From an optimization exercise on the open Yosys and OpenROAD flow, aimed at a short achievable clock period and few clock cycles; shortcuts taken in it are not production practice.
Function was not checked in any run shown here: the RTL went through the layout flow alone.
Power is estimated from default activity; no workload was simulated.

$ cat flow/run.sh
#!/bin/bash
# synth_recipe.tcl (not shown) runs the flow's synth.tcl, then flattens the netlist and writes it again
# the make line also repeats each setting of config.mk as NAME=value (left out here)
make -C /OpenROAD-flow-scripts/flow DESIGN_CONFIG=/design/flow/config.mk WORK_HOME=/design/flow/orfs CLKGATE_MAP_FILE= SYNTH_SCRIPT=/design/flow/synth_recipe.tcl finish
$ cat flow/config.mk
export PLATFORM = sky130hd
export DESIGN_NAME = cpu_top
export DESIGN_NICKNAME = cpu_top
export VERILOG_FILES = /design/flow/design.v
export SDC_FILE = /design/flow/constraint.sdc
export NUM_CORES = 4
export LEC_CHECK = 0
export ABC_CLOCK_PERIOD_IN_PS = 3000
export CAP_MARGIN = 20
export CORE_MARGIN = 2
export CORE_UTILIZATION = 40
export SETUP_SLACK_MARGIN = 2.0
export SLEW_MARGIN = 20
$ cat flow/constraint.sdc
create_clock -name core_clock -period 5.5 [get_ports {clk}]
set_input_delay 1.1000 -clock core_clock [delete_from_list [all_inputs] [get_ports {clk}]]
set_output_delay 1.1000 -clock core_clock [all_outputs]
set_load 0.01 [all_outputs]
$ cat flow/design.v
package cpu_pkg;
    localparam int DATA_W    = 32;
    localparam int ADDR_W    = 12;
    localparam int REG_COUNT = 16;
    localparam int FLAG_W    = 5;
    typedef enum logic [3:0] {
        NOP = 4'd0,
        LD  = 4'd1,
        STR = 4'd2,
        BRA = 4'd3,
        XOR = 4'd4,
        ADD = 4'd5,
        ROT = 4'd6,
        SHF = 4'd7,
        HLT = 4'd8,
        CMP = 4'd9
    } opcode_t;
    typedef enum logic [2:0] {
        COND_ALWAYS   = 3'd0,
        COND_PARITY   = 3'd1,
        COND_EVEN     = 3'd2,
        COND_CARRY    = 3'd3,
        COND_NEG      = 3'd4,
        COND_ZERO     = 3'd5,
        COND_NO_CARRY = 3'd6,
        COND_NOT_ZERO = 3'd7
    } cond_t;
    typedef enum logic [2:0] {
        FETCH      = 3'd0,
        DECODE     = 3'd1,
        EXECUTE    = 3'd2,
        MEM_ACCESS = 3'd3,
        WRITEBACK  = 3'd4,
        HALTED     = 3'd5
    } state_t;
    localparam int OPC_HI        = 31;
    localparam int OPC_LO        = 28;
    localparam int COND_HI       = 27;
    localparam int COND_LO       = 25;
    localparam int IMM_FLAG_BIT  = 24;
    localparam int DST_HI        = 23;
    localparam int DST_LO        = 20;
    localparam int SRC_HI        = 19;
    localparam int SRC_LO        = 16;
    localparam int ADR_HI        = 11;
    localparam int ADR_LO        = 0;
    localparam int SHIFT_DIR_BIT = 5;
    localparam int SHIFT_AMT_HI  = 4;
    localparam int SHIFT_AMT_LO  = 0;
    localparam int FLAG_Z        = 4;
    localparam int FLAG_N        = 3;
    localparam int FLAG_E        = 2;
    localparam int FLAG_P        = 1;
    localparam int FLAG_C        = 0;
endpackage
`timescale 1ns/1ps
module cpu_control (
    input  logic                          clk,
    input  logic                          reset,
    output logic                          mem_valid,
    output logic                          mem_write,
    output logic [cpu_pkg::ADDR_W-1:0]    mem_address,
    output logic [cpu_pkg::DATA_W-1:0]    mem_wdata,
    input  logic                          mem_ready,
    input  logic [cpu_pkg::DATA_W-1:0]    mem_rdata,
    output logic                          halted
);
    localparam int DW = cpu_pkg::DATA_W;
    localparam int AW = cpu_pkg::ADDR_W;
    logic            port_data;      
    logic            squash;         
    logic [AW-1:0]   redir_pc;       
    logic [AW-1:0]   ret_pc;         
    logic [3:0]      ld_dst;
    localparam int CI = 4;
    localparam int CN = 1 << CI;
    logic [DW-1:0]      c_word  [CN];
    logic [AW-CI-1:0]   c_tag   [CN];
    logic [CN-1:0]      c_valid;
    logic [DW-1:0]      cw;          
    logic               use_c;       
    logic            e_wr;           
    logic            e_add, e_xor, e_cmp, e_rot, e_sh;
    logic [3:0]      e_dst;
    logic [DW-1:0]   e_a;
    logic [DW-1:0]   e_b;
    logic            e_chk;          
    cpu_pkg::cond_t  e_cond;
    logic            e_pred;
    logic [AW-1:0]   e_alt;          
    logic [DW-1:0]   fres;
    logic            fcar;
    logic [DW-1:0]   alu_result, shift_result, ex_result;
    logic            alu_carry, shift_carry, ex_carry;
    logic            e_met, mispredict;
    arith_logic_unit u_alu (
        .sel_add    (e_add),
        .sel_xor    (e_xor),
        .sel_cmp    (e_cmp),
        .dst        (e_a),
        .src        (e_b),
        .alu_result (alu_result),
        .alu_carry  (alu_carry)
    );
    shift_rotate_unit u_shifter (
        .rot          (e_rot),
        .dst          (e_a),
        .src          (e_b[5:0]),
        .shift_result (shift_result),
        .shift_carry  (shift_carry)
    );
    assign ex_result = e_sh ? shift_result : alu_result;
    assign ex_carry  = e_sh ? shift_carry  : alu_carry;
    result_merge u_econd (
        .cond     (e_cond),
        .res      (fres),
        .carry    (fcar),
        .cond_met (e_met)
    );
    assign mispredict = e_chk && (e_met != e_pred);
    logic            hs, fetch_ok;
    cpu_pkg::opcode_t op;
    cpu_pkg::cond_t  f_cond;
    logic            f_imm;
    logic [3:0]      f_d, f_s;
    logic [AW-1:0]   f_a, fa_next;
    logic            is_ld, is_str, is_bra, is_hlt, is_alu;
    logic            f_met, bra_known, bra_pred;
    logic [DW-1:0]   rf_a, rf_b, op_a, op_b;
    logic [DW-1:0]   f_ir;
    logic [AW-1:0]   f_pc;
    logic            c_hit;
    assign hs       = mem_valid && mem_ready;
    assign fetch_ok = hs && (use_c || (!port_data && !squash && !mispredict));
    assign f_ir = use_c ? cw : mem_rdata;
    assign f_pc = use_c ? ret_pc : mem_address;
    assign op     = cpu_pkg::opcode_t'(f_ir[cpu_pkg::OPC_HI:cpu_pkg::OPC_LO]);
    assign f_cond = cpu_pkg::cond_t'(f_ir[cpu_pkg::COND_HI:cpu_pkg::COND_LO]);
    assign f_imm  = f_ir[cpu_pkg::IMM_FLAG_BIT];
    assign f_d    = f_ir[cpu_pkg::DST_HI:cpu_pkg::DST_LO];
    assign f_s    = f_ir[cpu_pkg::SRC_HI:cpu_pkg::SRC_LO];
    assign f_a    = f_ir[cpu_pkg::ADR_HI:cpu_pkg::ADR_LO];
    assign is_ld  = (op == cpu_pkg::LD);
    assign is_str = (op == cpu_pkg::STR);
    assign is_bra = (op == cpu_pkg::BRA);
    assign is_hlt = (op == cpu_pkg::HLT);
    assign is_alu = (op == cpu_pkg::XOR) || (op == cpu_pkg::ADD) || (op == cpu_pkg::ROT)
                 || (op == cpu_pkg::SHF) || (op == cpu_pkg::CMP);
    assign fa_next = f_pc + 1'b1;
    assign c_hit   = c_valid[fa_next[CI-1:0]] && (c_tag[fa_next[CI-1:0]] == fa_next[AW-1:CI]);
    result_merge u_fcond (
        .cond     (f_cond),
        .res      (fres),
        .carry    (fcar),
        .cond_met (f_met)
    );
    logic met0;
    assign met0 = (f_cond == cpu_pkg::COND_ALWAYS) || (f_cond == cpu_pkg::COND_NO_CARRY)
               || (f_cond == cpu_pkg::COND_NOT_ZERO);
    logic ez, en, ee, ep;
    logic k_z, k_e, k_p, k_nc;
    logic add_z;
    logic e_met_early, e_known_early;
    assign add_z = ~|((e_a ^ e_b) ^ {e_a[DW-2:0] | e_b[DW-2:0], 1'b0});
    assign ez = e_add ? add_z : e_xor ? (e_a == e_b) : e_cmp ? (&e_b) : ~|e_a;
    assign ee = e_cmp ? e_b[0] : ~(e_a[0] ^ e_b[0]);
    assign ep = ((e_xor || e_rot) & ^e_a) ^ ((e_xor || e_cmp) & ^e_b);
    assign en = e_cmp ? ~e_b[DW-1] : (e_a[DW-1] ^ e_b[DW-1]);
    assign k_z  = e_add || e_xor || e_cmp || e_rot;
    assign k_e  = e_add || e_xor || e_cmp;
    assign k_p  = e_xor || e_cmp || e_rot;
    assign k_nc = e_xor || e_cmp;
    always_comb begin
        case (f_cond)
            cpu_pkg::COND_ALWAYS:   begin e_known_early = 1'b1; e_met_early = 1'b1; end
            cpu_pkg::COND_PARITY:   begin e_known_early = k_p;  e_met_early = ep;   end
            cpu_pkg::COND_EVEN:     begin e_known_early = k_e;  e_met_early = ee;   end
            cpu_pkg::COND_CARRY:    begin e_known_early = k_nc; e_met_early = 1'b0; end
            cpu_pkg::COND_NEG:      begin e_known_early = k_nc; e_met_early = en;   end
            cpu_pkg::COND_ZERO:     begin e_known_early = k_z;  e_met_early = ez;   end
            cpu_pkg::COND_NO_CARRY: begin e_known_early = k_nc; e_met_early = 1'b1; end
            default:                begin e_known_early = k_z;  e_met_early = ~ez;  end
        endcase
    end
    assign bra_known = (f_cond == cpu_pkg::COND_ALWAYS) || (f_a == fa_next)
                    || (use_c ? mem_write : (!e_wr || e_known_early));
    assign bra_pred  = !bra_known ? (f_a <= f_pc)
                     : (use_c && mem_write) ? met0
                     : e_wr ? e_met_early : f_met;
    logic [3:0] rf_wr_addr;
    logic       rf_wr_en;
    logic [DW-1:0] rf_wr_data;
    register_file u_regs (
        .clk       (clk),
        .reset     (reset),
        .rd_addr_a (f_d),
        .rd_addr_b (f_s),
        .wr_en     (rf_wr_en),
        .wr_addr   (rf_wr_addr),
        .wr_data   (rf_wr_data),
        .rd_data_a (rf_a),
        .rd_data_b (rf_b)
    );
    logic            wb_en;
    logic [3:0]      wb_dst;
    logic [DW-1:0]   wb_data;
    assign rf_wr_en   = wb_en;
    assign rf_wr_addr = wb_dst;
    assign rf_wr_data = wb_data;
    logic ld_now;
    logic [DW-1:0] rl_a, rl_b;
    assign ld_now = port_data && !mem_write;
    assign rl_a = (ld_now && ld_dst == f_d) ? mem_rdata
                : (wb_en && wb_dst == f_d) ? wb_data : rf_a;
    assign rl_b = (ld_now && ld_dst == f_s) ? mem_rdata
                : (wb_en && wb_dst == f_s) ? wb_data : rf_b;
    assign op_a = (e_wr && e_dst == f_d) ? ex_result : rl_a;
    assign op_b = f_imm ? {{(DW - AW){1'b0}}, f_a}
                : (e_wr && e_dst == f_s) ? ex_result : rl_b;
    always_ff @(posedge clk) begin
        if (reset) begin
            mem_valid   <= 1'b1;
            mem_write   <= 1'b0;
            mem_address <= '0;
            port_data   <= 1'b0;
            use_c       <= 1'b0;
            c_valid     <= '0;
            squash      <= 1'b0;
            halted      <= 1'b0;
            e_wr        <= 1'b0;
            e_chk       <= 1'b0;
            wb_en       <= 1'b0;
            fres        <= 32'h3;    
            fcar        <= 1'b0;
        end else begin
            e_wr  <= fetch_ok && is_alu;
            wb_en <= e_wr || (hs && ld_now);
            if (hs && !port_data) begin
                c_valid[mem_address[CI-1:0]] <= 1'b1;
            end else if (hs && mem_write
                         && c_tag[mem_address[CI-1:0]] == mem_address[AW-1:CI]) begin
                c_valid[mem_address[CI-1:0]] <= 1'b0;
            end
            e_chk <= fetch_ok && is_bra && !bra_known;
            if (e_wr) begin
                fres <= ex_result;
                fcar <= ex_carry;
            end
            if (hs) begin
                use_c <= 1'b0;
                if (port_data) begin
                    fres        <= mem_write ? 32'h3 : mem_rdata;
                    fcar        <= 1'b0;
                end
                if (port_data && !use_c) begin
                    port_data   <= 1'b0;
                    mem_write   <= 1'b0;
                    mem_address <= ret_pc;
                end else if (!use_c && (squash || mispredict)) begin
                    squash      <= 1'b0;
                    mem_address <= squash ? redir_pc : e_alt;
                end else if (is_ld || is_str) begin
                    port_data   <= 1'b1;
                    mem_write   <= is_str;
                    mem_address <= f_a;
                    use_c       <= c_hit;
                end else if (is_hlt) begin
                    port_data   <= 1'b0;
                    mem_write   <= 1'b0;
                    mem_valid   <= 1'b0;
                    halted      <= 1'b1;
                end else if (is_bra && bra_pred) begin
                    port_data   <= 1'b0;
                    mem_write   <= 1'b0;
                    mem_address <= f_a;
                end else begin
                    port_data   <= 1'b0;
                    mem_write   <= 1'b0;
                    mem_address <= fa_next;
                end
            end else if (mispredict) begin
                squash   <= 1'b1;
                redir_pc <= e_alt;
            end
        end
    end
    always_ff @(posedge clk) begin
        if (fetch_ok && (is_ld || is_str)) begin
            ret_pc    <= fa_next;
            ld_dst    <= f_d;
            mem_wdata <= op_a;
        end
        if (hs && !port_data) begin
            c_word[mem_address[CI-1:0]] <= mem_rdata;
            c_tag[mem_address[CI-1:0]]  <= mem_address[AW-1:CI];
        end
        if (fetch_ok) cw <= c_word[fa_next[CI-1:0]];
        wb_dst  <= e_wr ? e_dst : ld_dst;
        wb_data <= e_wr ? ex_result : mem_rdata;
        e_add  <= (op == cpu_pkg::ADD);
        e_xor  <= (op == cpu_pkg::XOR);
        e_cmp  <= (op == cpu_pkg::CMP);
        e_rot  <= (op == cpu_pkg::ROT);
        e_sh   <= (op == cpu_pkg::ROT) || (op == cpu_pkg::SHF);
        e_dst  <= f_d;
        e_a    <= op_a;
        e_b    <= op_b;
        e_cond <= f_cond;
        e_pred <= bra_pred;
        e_alt  <= bra_pred ? fa_next : f_a;
    end
endmodule
`timescale 1ns/1ps
module register_file (
    input  logic                          clk,
    input  logic                          reset,
    input  logic [3:0]                    rd_addr_a,
    input  logic [3:0]                    rd_addr_b,
    input  logic                          wr_en,
    input  logic [3:0]                    wr_addr,
    input  logic [cpu_pkg::DATA_W-1:0]    wr_data,
    output logic [cpu_pkg::DATA_W-1:0]    rd_data_a,
    output logic [cpu_pkg::DATA_W-1:0]    rd_data_b
);
    logic [cpu_pkg::DATA_W-1:0] regs [cpu_pkg::REG_COUNT];
    always_ff @(posedge clk) begin
        if (reset) begin
            for (int i = 0; i < cpu_pkg::REG_COUNT; i++) begin
                regs[i] <= '0;
            end
        end else if (wr_en) begin
            regs[wr_addr] <= wr_data;
        end
    end
    assign rd_data_a = regs[rd_addr_a];
    assign rd_data_b = regs[rd_addr_b];
endmodule
`timescale 1ns/1ps
module arith_logic_unit (
    input  logic                          sel_add,
    input  logic                          sel_xor,
    input  logic                          sel_cmp,
    input  logic [cpu_pkg::DATA_W-1:0]    dst,
    input  logic [cpu_pkg::DATA_W-1:0]    src,
    output logic [cpu_pkg::DATA_W-1:0]    alu_result,
    output logic                          alu_carry
);
    logic [cpu_pkg::DATA_W:0] sum;
    assign sum = {1'b0, dst} + {1'b0, src};
    assign alu_result = ({cpu_pkg::DATA_W{sel_add}} & sum[cpu_pkg::DATA_W-1:0])
                      | ({cpu_pkg::DATA_W{sel_xor}} & (dst ^ src))
                      | ({cpu_pkg::DATA_W{sel_cmp}} & ~src);
    assign alu_carry  = sel_add & sum[cpu_pkg::DATA_W];
endmodule
`timescale 1ns/1ps
module shift_rotate_unit (
    input  logic                          rot,
    input  logic [cpu_pkg::DATA_W-1:0]    dst,
    input  logic [5:0]                    src,
    output logic [cpu_pkg::DATA_W-1:0]    shift_result,
    output logic                          shift_carry
);
    localparam int W = cpu_pkg::DATA_W;
    logic [4:0]       amount;
    logic             right;
    logic [2*W-1:0]   shift_wide;
    logic [2*W-1:0]   rot_wide;
    logic [W-1:0]     shift_res;
    logic [W-1:0]     rot_res;
    logic             out_bit;
    assign amount = src[cpu_pkg::SHIFT_AMT_HI:cpu_pkg::SHIFT_AMT_LO];
    assign right  = src[cpu_pkg::SHIFT_DIR_BIT];
    always_comb begin
        if (right) begin
            shift_wide = {dst, {W{1'b0}}} >> amount;
            rot_wide   = {dst, dst} >> amount;
            shift_res  = shift_wide[2*W-1:W];
            rot_res    = rot_wide[W-1:0];
            out_bit    = shift_wide[W-1];
        end else begin
            shift_wide = {{W{1'b0}}, dst} << amount;
            rot_wide   = {dst, dst} << amount;
            shift_res  = shift_wide[W-1:0];
            rot_res    = rot_wide[2*W-1:W];
            out_bit    = shift_wide[W];
        end
    end
    assign shift_result = rot ? rot_res : shift_res;
    assign shift_carry  = out_bit;
endmodule
`timescale 1ns/1ps
module result_merge (
    input  cpu_pkg::cond_t                cond,
    input  logic [cpu_pkg::DATA_W-1:0]    res,
    input  logic                          carry,
    output logic                          cond_met
);
    logic z, n, e, p;
    assign z = ~|res;
    assign n = res[cpu_pkg::DATA_W-1];
    assign e = ~res[0];
    assign p = ^res;
    always_comb begin
        case (cond)
            cpu_pkg::COND_ALWAYS:   cond_met = 1'b1;
            cpu_pkg::COND_PARITY:   cond_met = p;
            cpu_pkg::COND_EVEN:     cond_met = e;
            cpu_pkg::COND_CARRY:    cond_met = carry;
            cpu_pkg::COND_NEG:      cond_met = n;
            cpu_pkg::COND_ZERO:     cond_met = z;
            cpu_pkg::COND_NO_CARRY: cond_met = ~carry;
            default:                cond_met = ~z;
        endcase
    end
endmodule
`timescale 1ns/1ps
module cpu_top (
    input  logic                          clk,
    input  logic                          reset,
    output logic                          mem_valid,
    output logic                          mem_write,
    output logic [cpu_pkg::ADDR_W-1:0]    mem_address,
    output logic [cpu_pkg::DATA_W-1:0]    mem_wdata,
    input  logic                          mem_ready,
    input  logic [cpu_pkg::DATA_W-1:0]    mem_rdata,
    output logic                          halted
);
    cpu_control u_control (
        .clk         (clk),
        .reset       (reset),
        .mem_valid   (mem_valid),
        .mem_write   (mem_write),
        .mem_address (mem_address),
        .mem_wdata   (mem_wdata),
        .mem_ready   (mem_ready),
        .mem_rdata   (mem_rdata),
        .halted      (halted)
    );
endmodule
==> flow_summary.yaml, run 1 <==
cts:
  h-tree-depth: 4
  clkTransAtPathRegs_ns: 0.06
  worstSkewPairLatency_ns: 0.81
  cts_buffers: 148
  cts_tree: "yes"
  cts_sinks: 1375
  clk_path_buf_depth: 3
  cts_root_buffer: "clkbuf_16"
route:
  dr.pass1.iters: 7
  via_per_inst: 6.311
  drc: 0
  drt_wl_total_um: 291200
  num_vias: 59380
  ant_nets: 0
  wl_per_cell_um: 30.95
  drt_iter0_drc: 8675
critical_path:
  worst_setup_path_start_kind: "input pin"
  crit_slowest_cell: "buf_2"
  slowest_delay_ns: 0.38
  crit_fanout: 8
  crit_buf_inv: 9
  path_cells: "buf_2, buf_4, mux2i_4, buf_12, buf_4, buf_4, xnor2_1, nor4_4, buf_4, clkbuf_16, buf_6, buf_4, a211oi_4, a21oi_2, a211oi_2, nor3_4, a21oi_1"
  arrival_ns: 4.31
  end_kind: "flop"
  cp_common_cell: "buf_4"
  path_class: "in2reg"
  path_delay_family: "buffers and inverters"
  worstPathRequired_ns: 6.14
die:
  start_util_pct: 40.31
  core_um2: 183500
  boundaryPins: 82
  die_area_um2: 188400
  die_h_um: 434.0
  rows: 157
  die_w_um: 434.0
yosys:
  yosysWarnings: 4
  syn-num-nets: 6843
  syn_area_um2: 73960
  yosysSeqAreaShare_pct: 53.13
  syn_inst: 6678
  ys.flop_type: "edfxtp_1"
  ys_seq_elements: 1375
  synth_edf_count: 1176
  syn_avg_cell_area_um2: 11.07
  ys_types: 90
  postSynth.asyncResetShare_pct: 0
timing:
  period_needed_ns: 3.669
  fin_worst_skew_ns: 0.04592
  rsz0062_at_grt: "true"
  hold-worst-slack_ns: 0.4303
  slew_headroom_pct: 25.06
  worstMarginPinSlew_ns: 1.124
  fmax_mhz: 272.6
  setup_violations: 0
  drv_slew: 0
  hold_violations: 0
  tns_ns: 0
  min_period_over_period_pct: 66.71
  setup_slack_ns: 1.831
cells_and_area:
  nNetsFinal: 6979
  stdcell_count: 9408
  regArea_um2: 39400
  drive_gt1_share_pct: 20.37
  fin_area_um2: 88060
  multi_input_area_um2: 34190
  areaGrowthSynthToFinish_pct: 19.07
  nFillCells: 16330
place:
  dp_slack_ns: 0.4168
  hpwl_um: 175300
  dp_cells: 8949
  postPlaceCellArea_um2: 78870
  place.gp.congestion: 1.008
  io_buffers: 81
global_route:
  grt-ovfl-total: 0
  grt_pass1_wl_um: 400800
  antenna_found_initial: 19
  track_usage_pct: 29.42
  grt_pass1_vias: 55740
  grt_start_max_net_pins: 89
pwr:
  vdd_ir_drop_max_mv: 0.2994
  leakagePower_nw: 31.51
  power_density_nw_per_um2: 321.8
flow_run:
  max_cap_violations: 0
hold_path:
  hold_class: "reg2reg"
run_status:
  status: "no timing/DRC/antenna violations"
## flip-flops by register name (all words and copies together) (netlist names), 32 cells and up, named ones only
signal	cells
u_control.u_regs.regs	512
u_control.c_word	448
u_control.c_tag	128
u_control.e_a	32
u_control.e_b	32
u_control.fres	32
u_control.mem_wdata	32
u_control.wb_data	32
## layer usage
metal	vias up	track usage, %	routed length (um)
met2	4056	46.11	131900
met5	-	0	43
met3	911	6.053	31110
li1	24950	-	-
met4	6	15.46	18250
met1	29450	38.45	109800
## cell families (layout without fill, tap and decap cells)
| family | count (synthesis) | count (layout) | share of synthesized area (%) |
|---|---|---|---|
| and+or+nand+nor | 2772 | 2776 | 17.59 |
| DFF | 1375 | 1375 | 53.13 |
| AOI/OAI and AO/OA | 1063 | 1063 | 9.833 |
| buffers and inverters | 703 | 953 | 3.823 |
| muxes | 487 | 492 | 11.58 |
| xor gates and xnor gates | 148 | 148 | 1.837 |
| adders and majority gates | 130 | 130 | 2.209 |
| other | 0 | 7 | 0 |
## layout by cell type, fill, tap and decap left out, types with 23 or more instances in the layout
cell type / netlist / layout
clkdlybuf4s50_1: 0 / 79
o21ai_0: 167 / 140
inv_1: 144 / 133
edfxtp_1: 1176 / 1176
nand2_1: 1234 / 1225
a31oi_1: 83 / 67
nor2_1: 292 / 252
buf_4: 7 / 305
a311oi_1: 164 / 148
ha_1: 129 / 97
a211oi_1: 77 / 42
nand3_1: 437 / 432
o211ai_1: 41 / 41
o22ai_1: 41 / 40
and3_1: 106 / 105
mux2_2: 62 / 60
buf_6: 6 / 35
mux4_2: 287 / 287
xnor2_1: 115 / 107
a21o_1: 45 / 44
dfxtp_1: 199 / 154
a32oi_1: 29 / 29
dfxtp_2: 0 / 26
nand2b_1: 32 / 31
a21oi_2: 1 / 39
buf_12: 0 / 45
a211oi_2: 2 / 35
nor3_1: 37 / 29
clkbuf_16: 0 / 169
nand4_1: 34 / 34
a21oi_1: 235 / 188
mux2i_1: 133 / 122
clkinv_1: 1 / 29
nor2_4: 0 / 32
and2_1: 525 / 523
clkbuf_1: 396 / 38
xor2_1: 28 / 23
## worst reg2reg max path, delay by kind of cell, from the launching register on
family | cells | cell delay [ns]
buffers and inverters | 5 | 0.78
adder cells (fa/ha/maj) | 1 | 0.35
AND/OR/NAND/NOR | 1 | 0.16
flip-flops | 1 | 0.35
XOR/XNOR | 5 | 1.02
AO/OA/AOI/OAI | 3 | 0.66
## Yosys cell counts (23+ instances only)
library cell	n	area [um^2]
nand2_1	1234	4632
a211oi_1	77	578.1
nor2_1	292	1096
nand2b_1	32	200.2
ha_1	129	1614
buf_1	54	202.7
a32oi_1	29	254.0
xor2_1	28	245.2
mux4_2	287	6464
and3_1	106	663.1
mux2i_1	133	1331
xnor2_1	115	1007
a21oi_1	235	1176
clkbuf_1	396	1486
a311oi_1	164	1436
a31oi_1	83	519.3
nand3_1	437	2187
buf_2	85	425.4
o221ai_1	23	201.4
nor4_1	23	143.9
o211ai_1	41	307.8
edfxtp_1	1176	35310
nand4_1	34	212.7
a21o_1	45	337.8
o22ai_1	41	256.5
o21ai_0	167	835.8
nor3_1	37	185.2
inv_1	144	540.5
mux2_2	62	698.2
and2_1	525	3284
dfxtp_1	199	3984
## path summary, 6_finish.rpt
| check | start | endpoint | slack [ns] | depth (start not counted) |
|---|---|---|---|---|
| hold / removal | u_control.e_alt[8] | u_control.redir_pc[8] | 0.43 | 0 |
| setup / recovery | mem_rdata[17] | u_control.e_b[2] | 1.83 | 17 |
| hold reg to reg | u_control.e_alt[8] | u_control.redir_pc[8] | 0.43 | 0 |
| setup reg to reg | u_control.fres[15] | u_control.mem_wdata[7] | 1.85 | 15 |
## layout make-up
cell class	instances	area share (%)
Clock inverter	82	1.063
Antenna cell	7	0.01989
Inverter	154	0.7260
Timing Repair Buffer	526	6.679
Sequential cell	1375	44.74
Clock buffer	191	4.446
Tap cell	2464	3.501
Multi-Input combinational cell	4609	38.82
## power breakdown
part,internal [mW],switching [mW]
Combinational,2.48,3.60
Clock,5.67,4.40
Sequential,11.7,0.467
Total,19.9,8.47
## through the flow
step           total power [mW]  util, %
2_1_floorplan             15.70        -
3_3_place_gp              17.52    42.99
3_5_place_dp              17.55    42.99
4_1_cts                   27.90    46.74
5_1_grt                   29.13    47.99
6_report                  28.34    48.00
## what timing repair did
item	CTS	global route
pin swaps	39	64
gates cloned	18	27
setup endpoints to repair	304	318
buffers inserted	59	75
resized for setup	247	231
hold buffers	0	0
hold endpoints to repair	0	0
==> inputs of run 2 (changes only) <==
--- a/flow/config.mk
+++ b/flow/config.mk
@@ -7,3 +7,3 @@
 export LEC_CHECK = 0
-export ABC_CLOCK_PERIOD_IN_PS = 3000
+export ABC_CLOCK_PERIOD_IN_PS = 2500
 export CAP_MARGIN = 20
@@ -11,3 +11,3 @@
 export CORE_UTILIZATION = 40
-export SETUP_SLACK_MARGIN = 2.0
+export SETUP_SLACK_MARGIN = 3.0
 export SLEW_MARGIN = 20
==> run 2 against run 1 <==
Flip-flop and latch count unchanged. Critical path depth fell by 5. Clock-buffer cell count is 8 lower. Via count grew 10%. Non-clock buffer count up 546. Sequential power barely moved. Critical path type is now reg2reg. Highest routed layer unchanged.
==> flow_summary.yaml, run 2 <==
global_route:
  grt_start_max_net_pins: 76
  grt_pass1_wl_um: 455600
  antenna_found_initial: 21
  track_usage_pct: 33.87
  grt_pass1_vias: 61490
  grt-ovfl-total: 0
critical_path:
  worst_setup_path_start_kind: "flop"
  worstPathRequired_ns: 6.02
  arrival_ns: 4.15
  end_kind: "flop"
  path_class: "reg2reg"
  crit_fanout: 5
  rrSetupSlack_ns: 1.87
timing:
  slew_headroom_pct: 18.42
  drv_slew: 0
  min_period_over_period_pct: 66.00
  period_needed_ns: 3.630
  fin_worst_skew_ns: 0.03462
  setup_violations: 0
  hold-worst-slack_ns: 0.4220
  worstMarginPinSlew_ns: 1.221
  hold_violations: 0
  fmax_mhz: 275.5
  rsz0062_at_grt: "true"
  tns_ns: 0
  setup_slack_ns: 1.870
route:
  drt_iter0_drc: 10580
  drt_wl_total_um: 331000
  dr.pass1.iters: 11
  highest_layer: "met5"
  met1_length_um: 113500
  num_vias: 65310
  wl_met2_um: 145100
  ant_nets: 0
  wl_met3_um: 42540
  drc: 0
  wl_per_cell_um: 33.21
  via_per_inst: 6.552
flow_run:
  max_cap_violations: 0
pwr:
  p_sw_mw: 9.382
  p_int_mw: 21.53
  vdd_ir_drop_max_mv: 0.3733
  power_density_nw_per_um2: 308.3
  swShare_pct: 30.35
  leakagePower_nw: 36.72
  clkPwrFrac_pct: 33.8
  total_power_mw: 30.91
  p_comb_share_pct: 26.8
  sequentialPowerShare_pct: 39.3
run_status:
  status: "no timing/DRC/antenna violations"
yosys:
  yosysWarnings: 4
  syn_inst: 6678
  syn-num-nets: 6843
  synth_top_cell_area_share_pct: 47.75
  yosysSeqAreaShare_pct: 53.13
  synth_common_cells: "nand2_1 (1234), edfxtp_1 (1176), and2_1 (525)"
  synth_area_leaders: "edfxtp_1 (48%), mux4_2 (8.7%), nand2_1 (6.3%)"
  syn_area_um2: 73960
  synth_edf_count: 1176
  ys_seq_elements: 1375
  ys.flop_type: "edfxtp_1"
  ys_types: 90
  syn_avg_cell_area_um2: 11.07
  synth.most_common_cell: "nand2_1"
  postSynth.asyncResetShare_pct: 0
  synth_top_area_cell: "edfxtp_1"
cells_and_area:
  fin_area_um2: 100300
  final_core_util_pct: 54.65
  areaGrowthSynthToFinish_pct: 35.57
  drive_gt1_share_pct: 34.26
  largest_register_ffs: 512
  nFillCells: 14750
  nNetsFinal: 7536
  final_cell_mix: "nand2_1 (1182), edfxtp_1 (1176), and2_1 (520)"
  layout_commonest_cell: "nand2_1"
  stdcell_count: 9968
  top_register: "u_control.u_regs.regs"
die:
  rows: 157
  start_util_pct: 40.31
  boundaryPins: 82
  die_area_um2: 188400
  core_um2: 183500
  die_w_um: 434.0
  die_h_um: 434.0
place:
  place.gp.congestion: 1.002
  dp_slack_ns: 0.3292
  io_buffers: 81
  postPlaceCellArea_um2: 79140
  hpwl_um: 173600
  dp_cells: 8949
cts:
  clk_path_buf_depth: 3
  clkTransAtPathRegs_ns: 0.06
  hold_buffers: 0
  cts_buffers: 148
  cts_root_buffer: "clkbuf_16"
  cts_tree: "yes"
  worstSkewPairLatency_ns: 0.83
  h-tree-depth: 4
  cts_sinks: 1375
hold_path:
  hold_class: "reg2reg"
-- run 2: logic make-up (layout without fill, tap and decap cells) --
logic type	count (synthesis)	count (layout)	synth area share, %
multiplexers	487	494	11.58
buffers and inverters	703	1502	3.823
flip-flops	1375	1375	53.13
adder cells (fa/ha/maj)	130	130	2.209
AO/OA/AOI/OAI	1063	1063	9.833
AND/OR/NAND/NOR	2772	2780	17.59
other	0	12	0
XOR/XNOR	148	148	1.837
-- run 2: cell type report --
| cell class | count | area, um^2 | area share, % |
|---|---|---|---|
| multi-input combinational | 4615 | 38200 | 38.10 |
| timing repair buffer | 1072 | 13720 | 13.68 |
| inverter | 154 | 678.2 | 0.6764 |
| tap | 2464 | 3083 | 3.075 |
| timing repair inverter | 5 | 42.54 | 0.04243 |
| antenna | 12 | 30.03 | 0.02995 |
| clock buffer | 183 | 3918 | 3.907 |
| clock inverter | 88 | 1079 | 1.076 |
| sequential | 1375 | 39520 | 39.41 |
-- run 2: worst max-delay path, cell delays in order, from the launching register on --
cell	delay, ns
dfxtp_4	0.41
buf_12	0.15
fa_2	0.39
a21o_1	0.19
a21o_1	0.20
a21oi_2	0.23
o211ai_1	0.19
a21oi_4	0.35
nor4_4	0.07
o211a_1	0.26
a211oi_4	0.32
mux2i_4	0.41
a22oi_2	0.16
-- run 2: final timing paths --
kind / end / cells after the start / from
setup / recovery: u_control.mem_wdata[30] / 12 / u_control.e_b[1]
hold / removal: u_control.redir_pc[2] / 0 / u_control.e_alt[2]
setup reg to reg: u_control.mem_wdata[30] / 12 / u_control.e_b[1]
hold reg to reg: u_control.redir_pc[2] / 0 / u_control.e_alt[2]
-- run 2: per-layer routing --
metal	up-vias	global-route usage, %
met2	5526	51.83
li1	26140	-
met5	-	0
met1	31920	41.00
met3	1712	9.779
met4	16	24.13
-- run 2: repair_timing --
item                                     CTS  global route
pin swaps                                257           257
setup buffers                            446           157
endpoints found under the setup margin  1753           710
gates resized for setup                 1277           534
cloned                                   123            10
-- run 2: power by group through the flow --
stage	sequential, mW	clock (mW)	combinational (mW)
floorplan	12.1	0	3.69
global placement	12.4	0	5.19
detailed placement	12.4	0	5.21
CTS	12.1	10.5	7.32
global route	12.2	10.9	8.52
finish	12.2	10.5	8.29
==> inputs of run 3 (changes only) <==
--- a/flow/design.v
+++ b/flow/design.v
@@ -74,9 +74,2 @@
     logic [3:0]      ld_dst;
-    localparam int CI = 4;
-    localparam int CN = 1 << CI;
-    logic [DW-1:0]      c_word  [CN];
-    logic [AW-CI-1:0]   c_tag   [CN];
-    logic [CN-1:0]      c_valid;
-    logic [DW-1:0]      cw;          
-    logic               use_c;       
     logic            e_wr;           
@@ -129,15 +122,10 @@
     logic [DW-1:0]   rf_a, rf_b, op_a, op_b;
-    logic [DW-1:0]   f_ir;
-    logic [AW-1:0]   f_pc;
-    logic            c_hit;
     assign hs       = mem_valid && mem_ready;
-    assign fetch_ok = hs && (use_c || (!port_data && !squash && !mispredict));
-    assign f_ir = use_c ? cw : mem_rdata;
-    assign f_pc = use_c ? ret_pc : mem_address;
-    assign op     = cpu_pkg::opcode_t'(f_ir[cpu_pkg::OPC_HI:cpu_pkg::OPC_LO]);
-    assign f_cond = cpu_pkg::cond_t'(f_ir[cpu_pkg::COND_HI:cpu_pkg::COND_LO]);
-    assign f_imm  = f_ir[cpu_pkg::IMM_FLAG_BIT];
-    assign f_d    = f_ir[cpu_pkg::DST_HI:cpu_pkg::DST_LO];
-    assign f_s    = f_ir[cpu_pkg::SRC_HI:cpu_pkg::SRC_LO];
-    assign f_a    = f_ir[cpu_pkg::ADR_HI:cpu_pkg::ADR_LO];
+    assign fetch_ok = hs && !port_data && !squash && !mispredict;
+    assign op     = cpu_pkg::opcode_t'(mem_rdata[cpu_pkg::OPC_HI:cpu_pkg::OPC_LO]);
+    assign f_cond = cpu_pkg::cond_t'(mem_rdata[cpu_pkg::COND_HI:cpu_pkg::COND_LO]);
+    assign f_imm  = mem_rdata[cpu_pkg::IMM_FLAG_BIT];
+    assign f_d    = mem_rdata[cpu_pkg::DST_HI:cpu_pkg::DST_LO];
+    assign f_s    = mem_rdata[cpu_pkg::SRC_HI:cpu_pkg::SRC_LO];
+    assign f_a    = mem_rdata[cpu_pkg::ADR_HI:cpu_pkg::ADR_LO];
     assign is_ld  = (op == cpu_pkg::LD);
@@ -148,4 +136,3 @@
                  || (op == cpu_pkg::SHF) || (op == cpu_pkg::CMP);
-    assign fa_next = f_pc + 1'b1;
-    assign c_hit   = c_valid[fa_next[CI-1:0]] && (c_tag[fa_next[CI-1:0]] == fa_next[AW-1:CI]);
+    assign fa_next = mem_address + 1'b1;
     result_merge u_fcond (
@@ -156,35 +143,4 @@
     );
-    logic met0;
-    assign met0 = (f_cond == cpu_pkg::COND_ALWAYS) || (f_cond == cpu_pkg::COND_NO_CARRY)
-               || (f_cond == cpu_pkg::COND_NOT_ZERO);
-    logic ez, en, ee, ep;
-    logic k_z, k_e, k_p, k_nc;
-    logic add_z;
-    logic e_met_early, e_known_early;
-    assign add_z = ~|((e_a ^ e_b) ^ {e_a[DW-2:0] | e_b[DW-2:0], 1'b0});
-    assign ez = e_add ? add_z : e_xor ? (e_a == e_b) : e_cmp ? (&e_b) : ~|e_a;
-    assign ee = e_cmp ? e_b[0] : ~(e_a[0] ^ e_b[0]);
-    assign ep = ((e_xor || e_rot) & ^e_a) ^ ((e_xor || e_cmp) & ^e_b);
-    assign en = e_cmp ? ~e_b[DW-1] : (e_a[DW-1] ^ e_b[DW-1]);
-    assign k_z  = e_add || e_xor || e_cmp || e_rot;
-    assign k_e  = e_add || e_xor || e_cmp;
-    assign k_p  = e_xor || e_cmp || e_rot;
-    assign k_nc = e_xor || e_cmp;
-    always_comb begin
-        case (f_cond)
-            cpu_pkg::COND_ALWAYS:   begin e_known_early = 1'b1; e_met_early = 1'b1; end
-            cpu_pkg::COND_PARITY:   begin e_known_early = k_p;  e_met_early = ep;   end
-            cpu_pkg::COND_EVEN:     begin e_known_early = k_e;  e_met_early = ee;   end
-            cpu_pkg::COND_CARRY:    begin e_known_early = k_nc; e_met_early = 1'b0; end
-            cpu_pkg::COND_NEG:      begin e_known_early = k_nc; e_met_early = en;   end
-            cpu_pkg::COND_ZERO:     begin e_known_early = k_z;  e_met_early = ez;   end
-            cpu_pkg::COND_NO_CARRY: begin e_known_early = k_nc; e_met_early = 1'b1; end
-            default:                begin e_known_early = k_z;  e_met_early = ~ez;  end
-        endcase
-    end
-    assign bra_known = (f_cond == cpu_pkg::COND_ALWAYS) || (f_a == fa_next)
-                    || (use_c ? mem_write : (!e_wr || e_known_early));
-    assign bra_pred  = !bra_known ? (f_a <= f_pc)
-                     : (use_c && mem_write) ? met0
-                     : e_wr ? e_met_early : f_met;
+    assign bra_known = (f_cond == cpu_pkg::COND_ALWAYS) || !e_wr || (f_a == fa_next);
+    assign bra_pred  = bra_known ? f_met : (f_a <= mem_address);
     logic [3:0] rf_wr_addr;
@@ -203,18 +159,8 @@
     );
-    logic            wb_en;
-    logic [3:0]      wb_dst;
-    logic [DW-1:0]   wb_data;
-    assign rf_wr_en   = wb_en;
-    assign rf_wr_addr = wb_dst;
-    assign rf_wr_data = wb_data;
-    logic ld_now;
-    logic [DW-1:0] rl_a, rl_b;
-    assign ld_now = port_data && !mem_write;
-    assign rl_a = (ld_now && ld_dst == f_d) ? mem_rdata
-                : (wb_en && wb_dst == f_d) ? wb_data : rf_a;
-    assign rl_b = (ld_now && ld_dst == f_s) ? mem_rdata
-                : (wb_en && wb_dst == f_s) ? wb_data : rf_b;
-    assign op_a = (e_wr && e_dst == f_d) ? ex_result : rl_a;
+    assign rf_wr_en   = e_wr || (hs && port_data && !mem_write);
+    assign rf_wr_addr = e_wr ? e_dst : ld_dst;
+    assign rf_wr_data = e_wr ? ex_result : mem_rdata;
+    assign op_a = (e_wr && e_dst == f_d) ? ex_result : rf_a;
     assign op_b = f_imm ? {{(DW - AW){1'b0}}, f_a}
-                : (e_wr && e_dst == f_s) ? ex_result : rl_b;
+                : (e_wr && e_dst == f_s) ? ex_result : rf_b;
     always_ff @(posedge clk) begin
@@ -225,4 +171,2 @@
             port_data   <= 1'b0;
-            use_c       <= 1'b0;
-            c_valid     <= '0;
             squash      <= 1'b0;
@@ -231,3 +175,2 @@
             e_chk       <= 1'b0;
-            wb_en       <= 1'b0;
             fres        <= 32'h3;    
@@ -236,9 +179,2 @@
             e_wr  <= fetch_ok && is_alu;
-            wb_en <= e_wr || (hs && ld_now);
-            if (hs && !port_data) begin
-                c_valid[mem_address[CI-1:0]] <= 1'b1;
-            end else if (hs && mem_write
-                         && c_tag[mem_address[CI-1:0]] == mem_address[AW-1:CI]) begin
-                c_valid[mem_address[CI-1:0]] <= 1'b0;
-            end
             e_chk <= fetch_ok && is_bra && !bra_known;
@@ -249,8 +185,3 @@
             if (hs) begin
-                use_c <= 1'b0;
                 if (port_data) begin
-                    fres        <= mem_write ? 32'h3 : mem_rdata;
-                    fcar        <= 1'b0;
-                end
-                if (port_data && !use_c) begin
                     port_data   <= 1'b0;
@@ -258,3 +189,5 @@
                     mem_address <= ret_pc;
-                end else if (!use_c && (squash || mispredict)) begin
+                    fres        <= mem_write ? 32'h3 : mem_rdata;
+                    fcar        <= 1'b0;
+                end else if (squash || mispredict) begin
                     squash      <= 1'b0;
@@ -265,6 +198,3 @@
                     mem_address <= f_a;
-                    use_c       <= c_hit;
                 end else if (is_hlt) begin
-                    port_data   <= 1'b0;
-                    mem_write   <= 1'b0;
                     mem_valid   <= 1'b0;
@@ -272,8 +202,4 @@
                 end else if (is_bra && bra_pred) begin
-                    port_data   <= 1'b0;
-                    mem_write   <= 1'b0;
                     mem_address <= f_a;
                 end else begin
-                    port_data   <= 1'b0;
-                    mem_write   <= 1'b0;
                     mem_address <= fa_next;
@@ -292,9 +218,2 @@
         end
-        if (hs && !port_data) begin
-            c_word[mem_address[CI-1:0]] <= mem_rdata;
-            c_tag[mem_address[CI-1:0]]  <= mem_address[AW-1:CI];
-        end
-        if (fetch_ok) cw <= c_word[fa_next[CI-1:0]];
-        wb_dst  <= e_wr ? e_dst : ld_dst;
-        wb_data <= e_wr ? ex_result : mem_rdata;
         e_add  <= (op == cpu_pkg::ADD);
--- a/flow/config.mk
+++ b/flow/config.mk
@@ -7,3 +7,2 @@
 export LEC_CHECK = 0
-export ABC_CLOCK_PERIOD_IN_PS = 2500
 export CAP_MARGIN = 20
@@ -11,3 +10,2 @@
 export CORE_UTILIZATION = 40
-export SETUP_SLACK_MARGIN = 3.0
 export SLEW_MARGIN = 20
==> run 3 against run 2 <==
Largest cell class is now multi-input gates. Sequential share of layout area increased by 2.1 points. Wire length fell by 54%. Utilization fell by 9.5 points. Via count shrank 50%. Largest power group unchanged. Final area is 52% lower. Clock skew grew 0.016 ns. Maximum frequency fell by 20%. Clock-buffer cell count shrank 70. First-iteration DRC count is 63% lower. Global-route usage down 6.4 points. Worst hold slack better by 0.0026 ns. Final cell count fell by 50%.
==> flow_summary.yaml, run 3 <==
run_status:
  status: "no timing/DRC/antenna violations"
cells_and_area:
  stdcell_count: 5019
  largest_register_ffs: 512
  final_core_util_pct: 45.11
  drive_gt1_share_pct: 22.16
  top_register: "u_control.u_regs.regs"
  areaGrowthSynthToFinish_pct: 12.28
  final_cell_mix: "edfxtp_1 (572), nor2_1 (524), mux4_2 (397)"
  nNetsFinal: 3649
  layout_commonest_cell: "edfxtp_1"
die:
  start_util_pct: 40.18
  core_um2: 106800
  die_w_um: 331.5
  boundaryPins: 82
  die_area_um2: 109900
  die_h_um: 331.5
  rows: 120
route:
  num_vias: 32610
  via_per_inst: 6.497
  ant_nets: 0
  dr.pass1.iters: 8
  wl_per_cell_um: 30.64
  drt_iter0_drc: 3956
  drc: 0
  drt_wl_total_um: 153800
pwr:
  power_density_nw_per_um2: 312.7
  total_power_mw: 15.06
  leakagePower_nw: 16.93
  vdd_ir_drop_max_mv: 0.2646
yosys:
  ys_types: 101
  synth_area_leaders: "edfxtp_1 (40%), mux4_2 (21%), dfxtp_1 (6.6%)"
  synth_top_cell_area_share_pct: 40.04
  synth_common_cells: "edfxtp_1 (572), nor2_1 (529), mux4_2 (397)"
  synth_edf_count: 572
  ys.flop_type: "edfxtp_1"
  syn_area_um2: 42890
  syn-num-nets: 3673
  postSynth.asyncResetShare_pct: 0
  synth.most_common_cell: "edfxtp_1"
  yosysSeqAreaShare_pct: 46.63
  synth_top_area_cell: "edfxtp_1"
  syn_avg_cell_area_um2: 12.00
  ys_seq_elements: 713
  syn_inst: 3575
  yosysWarnings: 4
critical_path:
  end_kind: "flop"
  rrSetupSlack_ns: 0.96
  path_class: "reg2reg"
  worst_setup_path_start_kind: "flop"
  crit_fanout: 37
  r2r_start: "u_control.e_b[0]"
  worstPathRequired_ns: 5.88
  reg2reg_depth: 10
  arrival_ns: 4.92
  r2r-end: "u_control.u_regs.regs[5][0]"
timing:
  min_period_over_period_pct: 82.49
  tns_ns: 0
  setup_violations: 0
  hold-worst-slack_ns: 0.4246
  worstMarginPinSlew_ns: 1.094
  rsz0062_at_grt: "false"
  slew_headroom_pct: 26.32
  period_needed_ns: 4.537
  drv_slew: 0
  fin_worst_skew_ns: 0.05047
  fmax_mhz: 220.4
  hold_violations: 0
global_route:
  grt_pass1_wl_um: 221700
  grt-ovfl-total: 0
  antenna_found_initial: 3
  grt_pass1_vias: 31700
  grt_start_max_net_pins: 69
  track_usage_pct: 27.42
cts:
  cts_root_buffer: "clkbuf_16"
  cts_sinks: 713
  cts_resized: 0
  cts_buffers: 82
  worstSkewPairLatency_ns: 0.68
  postCtsSetupBuffers: 0
  clk_path_buf_depth: 3
  cts_tree: "yes"
  clkTransAtPathRegs_ns: 0.07
  hold_buffers: 0
  h-tree-depth: 3
hold_path:
  holdPathEnd: "u_control.redir_pc[8]"
  hold_path_depth: 0
  hold_class: "reg2reg"
  hold_start: "u_control.e_alt[8]"
place:
  io_buffers: 81
  hpwl_um: 101100
  dp_cells: 4870
  place.gp.congestion: 0.9364
flow_run:
  max_cap_violations: 0
[run 3: worst max-delay path by stage]
| stage | from | end | slack (ns) | cells after the start |
|---|---|---|---|---|
| floorplan | u_control.fres[0] | u_control.ld_dst[0] | 0.93 | 9 |
| detailed placement | mem_rdata[0] | u_control.mem_address[2] | 1.01 | 11 |
| global route | u_control.e_b[0] | u_control.u_regs.regs[11][12] | 0.78 | 10 |
| global placement | mem_rdata[0] | u_control.mem_address[7] | 1.08 | 11 |
| CTS | u_control.e_b[0] | u_control.u_regs.regs[11][12] | 1.03 | 10 |
| finish | u_control.e_b[0] | u_control.u_regs.regs[5][0] | 0.96 | 10 |
[run 3: critical path, stage by stage (launching register included)]
cell and delay, ns:
dfxtp_4 0.76, buf_4 0.38, mux4_1 0.64, mux2i_1 0.30, nor2_1 0.09, or4_1 0.50
a31oi_1 0.37, or3_1 0.36, nor2_1 0.09, a21oi_2 0.62, nor2_1 0.11
[run 3: stage by stage]
stage,area (um^2),worst slack [ns]
floorplan,42900,0.9291
global placement,45470,1.081
detailed placement,45480,1.012
CTS,48160,1.028
global route,48160,0.7765
finish,48160,0.9630
[run 3: metal layers]
metal / part of all wire, % / track usage (%) / wire length [um]
met5: 0.0059 / 0 / 9
met1: 38 / 36.33 / 58610
met3: 9.8 / 4.934 / 15120
met2: 47 / 43.65 / 71740
met4: 5.4 / 13.35 / 8315
[run 3: where the power goes]
group,internal [mW],switching [mW]
logic,1.27,1.85
registers,6.07,0.299
clock network,3.24,2.33
total,10.6,4.48
[run 3: cells by family (layout without fill, tap and decap cells)]
family,after synthesis,after routing,share of synthesized area (%)
multiplexers,542,542,24.60
other,0,1,0
XOR/XNOR,48,48,1.076
flip-flops,713,713,46.63
AND/OR/NAND/NOR,1022,1022,10.46
buffers and inverters,425,465,4.043
adder cells (fa/ha/maj),63,63,1.855
AO/OA/AOI/OAI,762,762,11.34
[run 3: final cells by class]
class	count	area, um^2
Antenna cell	1	2.502
Multi-Input combinational cell	2437	21280
Inverter	94	352.8
Timing Repair Buffer	223	2074
Sequential cell	713	20010
Clock buffer	113	2241
Clock inverter	35	439.2
Fill cell	9582	58590
Tap cell	1403	1755

[afterwards: timing with drivers on the ports]
Ports are ideal in the flow. The routed layouts listed here were re-timed in OpenROAD.
Step 1 sets driving cells, clkbuf_16 on the clock port and buf_2 on the other inputs (assumed; they add their load-dependent delay and slew).
Step 2 also shifts input and output timing later by t, the mid clock arrival at the registers, as if the neighbouring blocks saw the same clock.
Slacks: ideal ports / drivers / drivers and shift; pairs: ideal ports / drivers.
| run | t (ns) | setup WS [ns] | worst setup path after step 2 |
|---|---|---|---|
| run 1 | 0.877 | 1.831 / 1.849 / 1.014 | input to register |
| run 2 | 0.897 | 1.870 / 1.870 / 1.163 | input to register |
| run 3 | 0.728 | 0.963 / 0.963 / 0.910 | input to register |
After both steps setup and hold are still met in every run listed. The setup slack of run 1, which loses most, moves by +0.018 ns with the drivers and by -0.817 ns with both steps.
